What follows belongs to an exercise in optimizing a design on an open flow for small area and a short achievable clock period; a production flow would make more cautious choices. Only simulation tests tie the RTL to the original design; equivalence was not proved. Power is estimated from default activity; no workload was simulated.

==> module linx_byte_ram, before the edit <==
module linx_byte_ram
#(
  parameter int DEPTH = linx_uart_pkg::LINX_UART_FIFO_DEPTH,
  parameter int NC = 16,
  localparam int NR = DEPTH / NC
) (
  input  logic                   clk,
  input  logic                   i_we,
  input  logic [NR-1:0]          i_wrow,
  input  logic [NC-1:0]          i_wcol,
  input  logic [linx_uart_pkg::UART_BYTE_W-1:0] i_wdata,
  input  logic [$clog2(NR)-1:0]  i_rrow,
  input  logic [NC-1:0]          i_rcol,
  output logic [linx_uart_pkg::UART_BYTE_W-1:0] o_rdata
);
  localparam int BW = linx_uart_pkg::UART_BYTE_W;
  logic [DEPTH*BW-1:0] r_mem;
  logic [BW-1:0] w_grp [NR];
  logic [NR-1:0] w_wrow;
  assign w_wrow = {NR{i_we}} & i_wrow;
  for (genvar e = 0; e < DEPTH; e++) begin : g_ent
    always_ff @(posedge clk)
      if (w_wrow[e / NC] & i_wcol[e % NC]) r_mem[e*BW +: BW] <= i_wdata;
  end
  always_comb begin
    for (int r = 0; r < NR; r++) begin
      w_grp[r] = '0;
      for (int c = 0; c < NC; c++)
        w_grp[r] = w_grp[r] | ({BW{i_rcol[c]}} & r_mem[(r*NC+c)*BW +: BW]);
    end
    o_rdata = w_grp[i_rrow];
  end
endmodule
==> module linx_uart_tx_fifo, before the edit <==
module linx_uart_tx_fifo
#(
  parameter int DEPTH = linx_uart_pkg::LINX_UART_FIFO_DEPTH,
  parameter int OVF_W = 16,
  localparam int AW = $clog2(DEPTH)
) (
  input  logic                   clk,
  input  logic                   rst,
  input  logic                   flush,
  input  logic                   in_valid,
  input  logic [linx_uart_pkg::UART_BYTE_W-1:0] in_byte,
  input  logic                   pop,
  output logic                   out_valid,
  output logic [linx_uart_pkg::UART_BYTE_W-1:0] out_byte,
  output logic [AW:0]            count,
  output logic                   empty,
  output logic                   full,
  output logic                   overflow,
  output logic [OVF_W-1:0]       overflow_cnt,
  output logic [31:0]            byte_total
);
  localparam int BW = linx_uart_pkg::UART_BYTE_W;
  logic [DEPTH/16-1:0]    r_wrow;
  logic [15:0]            r_wcol;
  logic [AW-5:0]          r_rrow;
  logic [15:0]            r_rcol;
  logic [AW:0]            r_count;
  logic                   r_empty, r_one, r_two;
  logic                   r_overflow;
  logic [OVF_W-1:0]       r_ovf_cnt;
  logic [31:0]            r_byte_total;
  logic [BW-1:0]          r_head;
  logic                   r_stg_vld;
  logic [BW-1:0]          r_stg_byte;
  logic                   w_pop, w_push, w_drop;
  logic [BW-1:0]          w_ram, w_next;
  logic [AW:0]            w_count;
  assign w_pop  = pop & ~r_empty;
  assign w_push = in_valid & (~r_count[AW] | pop);
  assign w_drop = in_valid & r_count[AW] & ~pop;
  linx_byte_ram #(.DEPTH(DEPTH), .NC(16)) u_ram (
    .clk     (clk),
    .i_we    (r_stg_vld),
    .i_wrow  (r_wrow),
    .i_wcol  (r_wcol),
    .i_wdata (r_stg_byte),
    .i_rrow  (r_rrow),
    .i_rcol  (r_rcol),
    .o_rdata (w_ram)
  );
  assign w_next  = (r_stg_vld & r_two) ? r_stg_byte : w_ram;
  always_comb begin
    case ({w_push, w_pop})
      2'b10:   w_count = r_count + 1'b1;
      2'b01:   w_count = r_count - 1'b1;
      default: w_count = r_count;
    endcase
  end
  always_ff @(posedge clk) begin
    if (rst) begin
      r_wrow       <= (DEPTH/16)'(1);
      r_wcol       <= 16'd1;
      r_rrow       <= '0;
      r_rcol       <= 16'd2;
      r_count      <= '0;
      r_empty      <= 1'b1;
      r_one        <= 1'b0;
      r_two        <= 1'b0;
      r_head       <= '0;
      r_stg_vld    <= 1'b0;
      r_overflow   <= 1'b0;
      r_ovf_cnt    <= '0;
      r_byte_total <= '0;
    end else if (flush) begin
      r_wrow     <= (DEPTH/16)'(1);
      r_wcol     <= 16'd1;
      r_rrow     <= '0;
      r_rcol     <= 16'd2;
      r_count    <= '0;
      r_empty    <= 1'b1;
      r_one      <= 1'b0;
      r_two      <= 1'b0;
      r_head     <= '0;
      r_stg_vld  <= 1'b0;
      r_overflow <= 1'b0;
      r_ovf_cnt  <= '0;
    end else begin
      if (r_stg_vld) begin
        r_wcol <= {r_wcol[14:0], r_wcol[15]};
        if (r_wcol[15]) r_wrow <= {r_wrow[DEPTH/16-2:0], r_wrow[DEPTH/16-1]};
      end
      if (w_pop) begin
        r_rcol <= {r_rcol[14:0], r_rcol[15]};
        if (r_rcol[15]) r_rrow <= r_rrow + 1'b1;
      end
      r_count      <= w_count;
      case ({w_push, w_pop})
        2'b10: begin
          r_empty <= 1'b0;
          r_one   <= r_empty;
          r_two   <= r_one;
        end
        2'b01: begin
          r_empty <= r_one;
          r_one   <= r_two;
          r_two   <= r_count == (AW+1)'(3);
        end
        default: ;
      endcase
      r_stg_vld    <= w_push;
      if (w_push) r_byte_total <= r_byte_total + 1'b1;
      if (w_pop) r_head <= r_one ? (in_valid ? in_byte : '0) : w_next;
      else if (r_empty & in_valid) r_head <= in_byte;
      if (w_drop) begin
        r_overflow <= 1'b1;
        if (~&r_ovf_cnt) r_ovf_cnt <= r_ovf_cnt + 1'b1;
      end
    end
    if (w_push) r_stg_byte <= in_byte;
  end
  assign empty        = r_empty;
  assign full         = r_count[AW];
  assign out_valid    = ~r_empty;
  assign out_byte     = r_head;
  assign count        = r_count;
  assign overflow     = r_overflow;
  assign overflow_cnt = r_ovf_cnt;
  assign byte_total   = r_byte_total;
endmodule
make LEC_CHECK=0 CAP_MARGIN=20 CORE_MARGIN=2 CORE_UTILIZATION=40 CTS_CLUSTER_DIAMETER=120 CTS_CLUSTER_SIZE=24 SETUP_SLACK_MARGIN=3 SLEW_MARGIN=20 finish   # period 5.5 ns
run.sh (not shown) runs the stock make flow with config.mk's settings and CLKGATE_MAP_FILE= SYNTH_SCRIPT=/design/flow/synth_recipe.tcl, a recipe that flattens the netlist after the stock synthesis.
Next try:
--- a/flow/design.v
+++ b/flow/design.v
@@ -15,13 +15,13 @@
 ) (
   input  logic                   clk,
   input  logic                   i_we,
   input  logic [NR-1:0]          i_wrow,
   input  logic [NC-1:0]          i_wcol,
   input  logic [linx_uart_pkg::UART_BYTE_W-1:0] i_wdata,
-  input  logic [$clog2(NR)-1:0]  i_rrow,
+  input  logic [NR-1:0]          i_rrow,
   input  logic [NC-1:0]          i_rcol,
   output logic [linx_uart_pkg::UART_BYTE_W-1:0] o_rdata
 );
   localparam int BW = linx_uart_pkg::UART_BYTE_W;
   logic [DEPTH*BW-1:0] r_mem;
   logic [BW-1:0] w_grp [NR];
@@ -34,13 +34,15 @@
   always_comb begin
     for (int r = 0; r < NR; r++) begin
       w_grp[r] = '0;
       for (int c = 0; c < NC; c++)
         w_grp[r] = w_grp[r] | ({BW{i_rcol[c]}} & r_mem[(r*NC+c)*BW +: BW]);
     end
-    o_rdata = w_grp[i_rrow];
+    o_rdata = '0;
+    for (int r = 0; r < NR; r++)
+      o_rdata = o_rdata | ({BW{i_rrow[r]}} & w_grp[r]);
   end
 endmodule
 module linx_uart_tx_fifo
 #(
   parameter int DEPTH = linx_uart_pkg::LINX_UART_FIFO_DEPTH,
   parameter int OVF_W = 16,
@@ -61,13 +63,13 @@
   output logic [OVF_W-1:0]       overflow_cnt,
   output logic [31:0]            byte_total
 );
   localparam int BW = linx_uart_pkg::UART_BYTE_W;
   logic [DEPTH/16-1:0]    r_wrow;
   logic [15:0]            r_wcol;
-  logic [AW-5:0]          r_rrow;
+  logic [DEPTH/16-1:0]    r_rrow;
   logic [15:0]            r_rcol;
   logic [AW:0]            r_count;
   logic                   r_empty, r_one, r_two;
   logic                   r_overflow;
   logic [OVF_W-1:0]       r_ovf_cnt;
   logic [31:0]            r_byte_total;
@@ -99,13 +101,13 @@
     endcase
   end
   always_ff @(posedge clk) begin
     if (rst) begin
       r_wrow       <= (DEPTH/16)'(1);
       r_wcol       <= 16'd1;
-      r_rrow       <= '0;
+      r_rrow       <= (DEPTH/16)'(1);
       r_rcol       <= 16'd2;
       r_count      <= '0;
       r_empty      <= 1'b1;
       r_one        <= 1'b0;
       r_two        <= 1'b0;
       r_head       <= '0;
@@ -113,13 +115,13 @@
       r_overflow   <= 1'b0;
       r_ovf_cnt    <= '0;
       r_byte_total <= '0;
     end else if (flush) begin
       r_wrow     <= (DEPTH/16)'(1);
       r_wcol     <= 16'd1;
-      r_rrow     <= '0;
+      r_rrow     <= (DEPTH/16)'(1);
       r_rcol     <= 16'd2;
       r_count    <= '0;
       r_empty    <= 1'b1;
       r_one      <= 1'b0;
       r_two      <= 1'b0;
       r_head     <= '0;
@@ -130,13 +132,13 @@
       if (r_stg_vld) begin
         r_wcol <= {r_wcol[14:0], r_wcol[15]};
         if (r_wcol[15]) r_wrow <= {r_wrow[DEPTH/16-2:0], r_wrow[DEPTH/16-1]};
       end
       if (w_pop) begin
         r_rcol <= {r_rcol[14:0], r_rcol[15]};
-        if (r_rcol[15]) r_rrow <= r_rrow + 1'b1;
+        if (r_rcol[15]) r_rrow <= {r_rrow[DEPTH/16-2:0], r_rrow[DEPTH/16-1]};
       end
       r_count      <= w_count;
       case ({w_push, w_pop})
         2'b10: begin
           r_empty <= 1'b0;
           r_one   <= r_empty;
Area after synthesis hardly moves. First-iteration DRC count climbs by about 2.8%. Setup slack is worse by 0.39 ns. Count of clock-buffer cells in the layout drops by 34. Non-clock buffer count climbs by 50. Die area is about the same. Maximum frequency drops by 13%. Global-route usage barely changes. Power hardly moves. Cell count drops by about 2.2%. Via count hardly moves. Hold slack is better by 0.0050 ns. Design area climbs by 0.34%. Sequential power barely changes.

what the ideal ports hide:
The flow's constraints put no driver on any port. The routed layouts listed below were extracted and timed again, unchanged, in two steps. Step 1, drivers: a clkbuf_16 drives clk and a buf_2 each remaining input, both assumed. Step 2 times the ports against the registers' clock, not the clock port: input delays grow and output delays shrink by t, the midpoint of the rising clock arrivals with the driver on. Slacks: ideal / step 1 / step 2; pairs: ideal / step 1.
run	t, ns	slack for setup (ns)	worst setup path at the end	latest minus earliest clock arrival (ns)	worst slew at a driven data input, ns
the first run	0.877	2.923 / 2.919 / 2.210	input to register	0.058 / 0.057	0.05
the second run	0.845	2.535 / 2.535 / 2.255	input to register	0.052 / 0.051	0.07
After both steps setup and hold are still met in every run listed. The setup slack of the first run, which loses most, moves by -0.004 ns with the drivers and by -0.713 ns with both steps.
